This design comes from an exercise in tuning for small area on the open sky130 flow, not from production work.
The RTL of this run was laid out without a check of its function.
Power figures rest on the tool's default switching activity, not on a simulated workload.

### flow/run.sh
#!/bin/bash
# Own layout flow: the standard ORFS flow (standard.sh) with
#  - an area-oriented ABC script for the combinational mapping and full
#    adders only from extract_fa (registers are mapped by the unchanged
#    dfflibmap step, so they keep the standard synthesis's names and cells),
#  - the smallest buffer on each port,
#  - clock tree synthesis with small clock buffers and no dummy loads.
# make's full output goes to flow_make.log here; ORFS keeps each step's log
# under orfs/logs.
set -euo pipefail
W=$PWD
rm -rf "$W/scripts_local"
cp -r "$FLOW_HOME/scripts" "$W/scripts_local"
cp "$W/flow/abc_area.script" "$W/scripts_local/abc_area.script"
sed -i 's/^  extract_fa {\*}\[dont_use_extract_fa_args\]$/  extract_fa -fa/' "$W/scripts_local/synth.tcl"
grep -q '^  extract_fa -fa$' "$W/scripts_local/synth.tcl"
bash standard.sh \
  SCRIPTS_DIR="$W/scripts_local" \
  ABC_AREA=1 \
  "BUFFER_PORTS_ARGS=-buffer_cell sky130_fd_sc_hd__buf_1" \
  "CTS_ARGS=-sink_clustering_enable -repair_clock_nets -dont_use_dummy_load -buf_list {sky130_fd_sc_hd__clkbuf_4 sky130_fd_sc_hd__clkbuf_8}" \
  finish > "$W/flow_make.log" 2>&1
### flow/abc_area.script
&get -n
&st
&dch -f
&nf -a -R 1000
&put
### standard.sh
#!/bin/bash
# synth_recipe.tcl (not shown) runs the flow's synth.tcl, then flattens the netlist and writes it again
# the make line also repeats each setting of config.mk as NAME=value (left out here)
make -C /OpenROAD-flow-scripts/flow DESIGN_CONFIG=/design/flow/config.mk WORK_HOME=/design/flow/orfs CLKGATE_MAP_FILE= SYNTH_SCRIPT=/design/flow/synth_recipe.tcl "${@:-finish}"
### config.mk
export PLATFORM = sky130hd
export DESIGN_NAME = decode_stage_reg
export DESIGN_NICKNAME = decode_stage_reg
export VERILOG_FILES = /design/flow/design.v
export SDC_FILE = /design/flow/constraint.sdc
export NUM_CORES = 4
export LEC_CHECK = 0
export CAP_MARGIN = 20
export CORE_MARGIN = 2
export CORE_UTILIZATION = 40
export SLEW_MARGIN = 20
### constraint.sdc
create_clock -name core_clock -period 12.0 [get_ports {clk}]
set_input_delay 2.4000 -clock core_clock [delete_from_list [all_inputs] [get_ports {clk}]]
set_output_delay 2.4000 -clock core_clock [all_outputs]
set_load 0.01 [all_outputs]
### design.v
module decode_stage_reg #(
  parameter int DATA_W = 32,
  parameter int CNT_W  = 16
) (
  input  logic              clk,
  input  logic              reset,
  input  logic [31:0]       instr_d,
  input  logic [DATA_W-1:0] pc_plus_4_d,
  input  logic              valid_d,
  input  logic              stall_d,
  input  logic              flush_e,
  input  logic              branch_ne_d,
  input  logic              reg_we_w,
  input  logic [4:0]        reg_write_addr_w,
  input  logic [DATA_W-1:0] reg_write_data_w,
  input  logic [DATA_W-1:0] alu_result_m,
  input  logic [1:0]        forward_a_d,
  input  logic [1:0]        forward_b_d,
  output logic              branch_cond_d,
  output logic [DATA_W-1:0] pc_branch_d,
  output logic [DATA_W-1:0] reg_data_1_e,
  output logic [DATA_W-1:0] reg_data_2_e,
  output logic [4:0]        rs_e,
  output logic [4:0]        rt_e,
  output logic [4:0]        rd_e,
  output logic [DATA_W-1:0] imm_e,
  output logic [DATA_W-1:0] shamt_e,
  output logic [DATA_W-1:0] pc_plus_4_e,
  output logic              valid_e,
  output logic [CNT_W-1:0]  bubble_count
);
  logic [4:0] w_rs, w_rt;
  assign w_rs = instr_d[25:21];
  assign w_rt = instr_d[20:16];
  logic [31:1]       r_wr;             
  logic [31:1][DATA_W-1:0] r_mem;     
  logic [31:1]       w_wdec;           
  logic [31:1]       w_live;           
  logic [31:1]       w_dec1, w_dec2;   
  always_comb begin
    for (int i = 1; i < 32; i++) begin
      w_wdec[i] = reg_we_w & (reg_write_addr_w == i[4:0]);
      w_live[i] = r_wr[i] & ~w_wdec[i];
      w_dec1[i] = (w_rs == i[4:0]);
      w_dec2[i] = (w_rt == i[4:0]);
    end
  end
  always_ff @(posedge clk or posedge reset) begin
    if (reset) r_wr <= '0;
    else       r_wr <= r_wr | w_wdec;
  end
  always_ff @(posedge clk) begin
    for (int i = 1; i < 32; i++) begin
      r_mem[i] <= (r_mem[i] & {DATA_W{~w_wdec[i]}}) |
                  (reg_write_data_w & {DATA_W{w_wdec[i]}});
    end
  end
  logic [DATA_W-1:0] w_rd1, w_rd2;
  logic              w_byp1, w_byp2;
  always_comb begin
    w_byp1 = 1'b0;
    w_byp2 = 1'b0;
    for (int i = 1; i < 32; i++) begin
      w_byp1 = w_byp1 | (w_dec1[i] & w_wdec[i]);
      w_byp2 = w_byp2 | (w_dec2[i] & w_wdec[i]);
    end
    w_rd1 = reg_write_data_w & {DATA_W{w_byp1}};
    w_rd2 = reg_write_data_w & {DATA_W{w_byp2}};
    for (int i = 1; i < 32; i++) begin
      w_rd1 = w_rd1 | (r_mem[i] & {DATA_W{w_dec1[i] & w_live[i]}});
      w_rd2 = w_rd2 | (r_mem[i] & {DATA_W{w_dec2[i] & w_live[i]}});
    end
  end
  logic [DATA_W-1:0] w_op_a, w_op_b;
  always_comb begin
    w_op_a = (forward_a_d == 2'd1) ? alu_result_m :
             (forward_a_d == 2'd2) ? reg_write_data_w : w_rd1;
    w_op_b = (forward_b_d == 2'd1) ? alu_result_m :
             (forward_b_d == 2'd2) ? reg_write_data_w : w_rd2;
    branch_cond_d = (w_op_a == w_op_b) ^ branch_ne_d;
  end
  logic [15:0] w_aa, w_ab;
  logic [16:0] w_c;
  logic [13:0] w_hi, w_run;
  logic        w_gh, w_ph, w_flip;
  always_comb begin
    w_aa = pc_plus_4_d[17:2];
    w_ab = instr_d[15:0];
    pc_branch_d[1:0] = pc_plus_4_d[1:0];
    w_c[0] = 1'b0;
    for (int k = 0; k < 16; k++) begin
      pc_branch_d[k+2] = w_aa[k] ^ w_ab[k] ^ w_c[k];
      w_c[k+1]         = (w_aa[k] & w_ab[k]) | (w_c[k] & (w_aa[k] ^ w_ab[k]));
    end
    w_gh = 1'b0;
    w_ph = 1'b1;
    for (int k = 8; k < 16; k++) begin
      w_gh = (w_aa[k] & w_ab[k]) | ((w_aa[k] | w_ab[k]) & w_gh);
      w_ph = w_ph & (w_aa[k] | w_ab[k]);
    end
    w_flip = (w_gh | (w_ph & w_c[8])) ^ instr_d[15];
    w_hi   = pc_plus_4_d[31:18];
    w_run[0] = 1'b1;
    for (int k = 1; k < 14; k++) begin
      w_run[k] = w_run[k-1] & (w_hi[k-1] ^ instr_d[15]);
    end
    pc_branch_d[31:18] = w_hi ^ ({14{w_flip}} & w_run);
  end
  logic              w_bubble;
  logic              r_full;
  logic [DATA_W-1:0] r_reg_data_1;
  logic [DATA_W-1:0] r_reg_data_2;
  logic [4:0]        r_rs;
  logic [4:0]        r_rt;
  logic [15:0]       r_imm;            
  logic [DATA_W-1:0] r_pc_plus_4;
  logic              r_valid;
  assign w_bubble = flush_e | stall_d;
  always_ff @(posedge clk or posedge reset) begin
    if (reset) r_full <= 1'b0;
    else       r_full <= ~w_bubble;
  end
  always_ff @(posedge clk) begin
    r_reg_data_1 <= w_rd1;
    r_reg_data_2 <= w_rd2;
    r_rs         <= w_rs;
    r_rt         <= w_rt;
    r_imm        <= instr_d[15:0];
    r_pc_plus_4  <= pc_plus_4_d;
    r_valid      <= valid_d;
  end
  logic [15:0] w_imm_e;
  assign w_imm_e      = r_imm & {16{r_full}};
  assign reg_data_1_e = r_reg_data_1 & {DATA_W{r_full}};
  assign reg_data_2_e = r_reg_data_2 & {DATA_W{r_full}};
  assign rs_e         = r_rs & {5{r_full}};
  assign rt_e         = r_rt & {5{r_full}};
  assign rd_e         = w_imm_e[15:11];
  assign imm_e        = {{(DATA_W-16){w_imm_e[15]}}, w_imm_e};
  assign shamt_e      = {{(DATA_W-5){1'b0}}, w_imm_e[10:6]};
  assign pc_plus_4_e  = r_pc_plus_4 & {DATA_W{r_full}};
  assign valid_e      = r_valid & r_full;
  logic [CNT_W-1:0] r_bubble_count;
  always_ff @(posedge clk or posedge reset) begin
    if (reset) begin
      r_bubble_count <= {CNT_W{1'b0}};
    end else if (w_bubble && (r_bubble_count != {CNT_W{1'b1}})) begin
      r_bubble_count <= r_bubble_count + {{(CNT_W-1){1'b0}}, 1'b1};
    end
  end
  assign bubble_count = r_bubble_count;
endmodule
==> results.txt <==
## timing repair
item,CTS,global route
gates resized for setup,0,3
endpoints found under the setup margin,0,1
setup buffers,0,0
## metal layers
layer	track usage, %	part of all wire [%]	vias to the layer above
li1	-	-	15600
met1	35.2	36	18700
met2	46.5	47	2852
met3	8.18	13	555
met4	14.6	5.1	8
met5	0	0.033	-
## through the flow
stage,cells,hold WS (ns),power [mW]
after detailed placement,5524,0.452,5.43
after floorplan,3445,0.435,5.03
after global routing,5708,0.479,8.36
after global placement,5524,0.450,5.42
after CTS,5707,0.465,8.12
final,5708,0.461,8.11
## synth_stat cells, drive strengths merged, types with 2 or more instances
cell type and n:
a211oi 2, a21oi 49, a221oi 220, a222oi 64
a22o 218, a22oi 461, a31oi 3, a41oi 3
and2 128, and3 9, and3b 2, and4b 2
buf 55, clkinv 51, dfrtp 48, dfxtp 123
edfxtp 992, fa 14, mux2i 47, nand2 197
nand2b 39, nand3 138, nand4 123, nor2 58
nor2b 17, nor3 88, nor3b 2, nor4 42
o21ai 99, o22ai 3, o31ai 4, o41ai 4
or2 15, or3 5, or4 19, or4b 2
xnor2 51, xor2 19
## logic make-up after synthesis
group,Yosys count,share of synthesized area (%)
mux,47,0.961
buf+inv,106,1.24
xor+xnor,70,1.25
compound gates,1132,18.1
flops,1163,68.4
fa+ha+maj,14,0.573
other cells,1,0.00766
simple gates,886,9.54
## worst register-to-register path: stages (launching register included)
cell	delay, ns
dfrtp_1	0.37
o21ai_0	0.30
nor2_4	0.34
buf_4	0.32
a22o_1	0.25
a221oi_1	0.22
nand3_1	0.32
or4_1	0.61
a21oi_1	0.23
clkinv_1	0.15
## power by group through the flow
stage          Clock, mW  Sequential [mW]  Combinational, mW
2_1_floorplan          0             4.65              0.373
3_3_place_gp           0             4.66              0.761
3_5_place_dp           0             4.66              0.770
4_1_cts             2.77             4.58              0.771
5_1_grt             2.93             4.60              0.833
6_report            2.74             4.58              0.791
## area by class of cell
| type | instances | area share (%) |
|---|---|---|
| Antenna cell | 1 | 0.00445 |
| Timing Repair Buffer | 509 | 4.59 |
| Tap cell | 1625 | 3.61 |
| Clock buffer | 183 | 4.48 |
| Sequential cell | 1163 | 59.5 |
| Inverter | 51 | 0.345 |
| Multi-Input combinational cell | 2176 | 27.5 |
## how the worst max path moves through the flow
stage | from | end | depth (start not counted)
after floorplan | pc_plus_4_d[2] | pc_branch_d[17] | 17
final | reg_write_addr_w[0] | branch_cond_d | 36
after global placement | reg_write_addr_w[1] | branch_cond_d | 35
after CTS | reg_write_addr_w[1] | branch_cond_d | 35
after global routing | reg_write_addr_w[2] | branch_cond_d | 36
after detailed placement | reg_write_addr_w[1] | branch_cond_d | 35
==> out/metrics.cfg <==
[worst_setup_path]
max_stage_delay_ns=0.53
regToRegStartpoint=r_wr[23]$_DFF_PP0_
cp-end-kind=output pin
critical_path_arrival_ns=9.07
startpoint_type=primary input
cp.required_ns=9.60
cp_max_fo=32
rrSetupSlack_ns=8.77
cpMaxStageDelayCell=or4b_1
critPathBufInv=5
reg2reg_depth=9
reg2reg_to=r_reg_data_2[9]$_DFF_P_
critPathKind=in -> out
cp_top_family=simple AND/OR/NAND/NOR gates

[cells_and_area]
final_cell_mix=edfxtp_1, a22oi_1, buf_1, a221oi_1, a22o_1
multi_input_area_mm2=0.0155
seq_area_mm2=0.0335
fill_cells=10800
area_delta_synth_final_pct=15.0
fin_area_mm2=0.0563
nets=4242
post-route-util_pct=46.3
drive_above_1_share_pct=10.9
final_common_cell=edfxtp_1

[min_path]
holdPathEnd=r_wr[2]$_DFF_PP0_
min_path_cells=1
hp-start=r_wr[2]$_DFF_PP0_
worstHoldPathType=reg -> reg

[logic_synthesis]
ys_types=41
netlist.area_leader.share_pct=60.9
seq_area_frac_synth_pct=68.4
synth_top_area_cell=edfxtp_1
synthCells=3419
synthFlopType=edfxtp_1
syn_avg_cell_area_um2=14.3
synthArstFlopShare_pct=4.13
synth_edf_count=992
syn_area_mm2=0.0489
ys_ff_latch=1163
yosys-top-cells-area=edfxtp_1, a22oi_1, dfxtp_1
synth_warnings=1

[clock_tree]
cts_buffers=183
clock-sinks=1163
hold_buffers=0
root_buffer=clkbuf_8
clk_latency_ns=0.89
clk_path_buf_depth=3
cts.clk_slew.worst_paths_ns=0.05
cts_max_level=4
cts_tree=done

[route]
route.detailed.drc=0
via_per_inst=6.62
drtIter0Drc=5699
totalWireLength_um=186000
via_count=37800
dr.pass1.iters=12
wl_per_cell_um=32.7
ant_nets=0

[power_and_ir_drop]
switching_share_pct=25.0
p_seq_share_pct=56.5
p_int_mw=6.09
leakagePower_nw=18.1
peakVddDrop_mv=0.122
power_frac_comb_pct=9.7
p_clk_share_pct=33.7
switchingPower_mw=2.03
powerDensity_mw_per_mm2=144

[sta]
min_period_ns=11.47
slew_headroom_pct=20.4
slew_viol_final=0
setup_tns_ns=0
fin_crit_sh_pct=95.6
setup_ws_ns=0.533
worstMarginPinSlew_ns=1.19
fmax_ghz=0.0872
setup_viol=0
hold_viol=0
finClkSkew_ns=0.0697
rsz0062_at_grt=false

[global_routing]
grt_pass1_vias=36300
antenna_found_initial=6
gr-total-overflow=0
grtUsageTotal_pct=28.8
grt_max_degree=93
grt_pass1_wl_um=258000

[die]
io_pins=369
die_x_um=354
core_mm2=0.122
start_util_pct=40.3
die_y_um=354
dieArea_mm2=0.125
rows=128

[placed_design]
place_congestion=0.946
place_area_mm2=0.0537
dpl_worst_slack_ns=0.564
port-buffer-count=335
place.detailed.hpwl_um=111000

[run]
maxCapViolCount=0

[status]
status=no timing/DRC/antenna violations

-- what the ideal ports hide --
No port has a modelled driver above. Below, the same layout with a new extraction and two added sets of constraints.
Step 1 assumes that a clkbuf_16 drives the clock port and a buf_2 every other input.
Step 2 moves the port delays by t, midway between the first and last clock arrival at a register: inputs arrive t later, outputs are due t later. That takes back most of the time a late clock gives input paths.
Slacks: ideal / step 1 / step 2; pairs: ideal / step 1.
t, ns: 0.925
setup slack, ns: 0.533 / 0.511 / 0.511
worst setup path after step 2: input to output
cell pins on the clock port's net: 1
After both steps setup and hold are still met in this run. For this run, drivers alone change the setup slack by -0.022 ns; drivers and shift together by -0.022 ns.
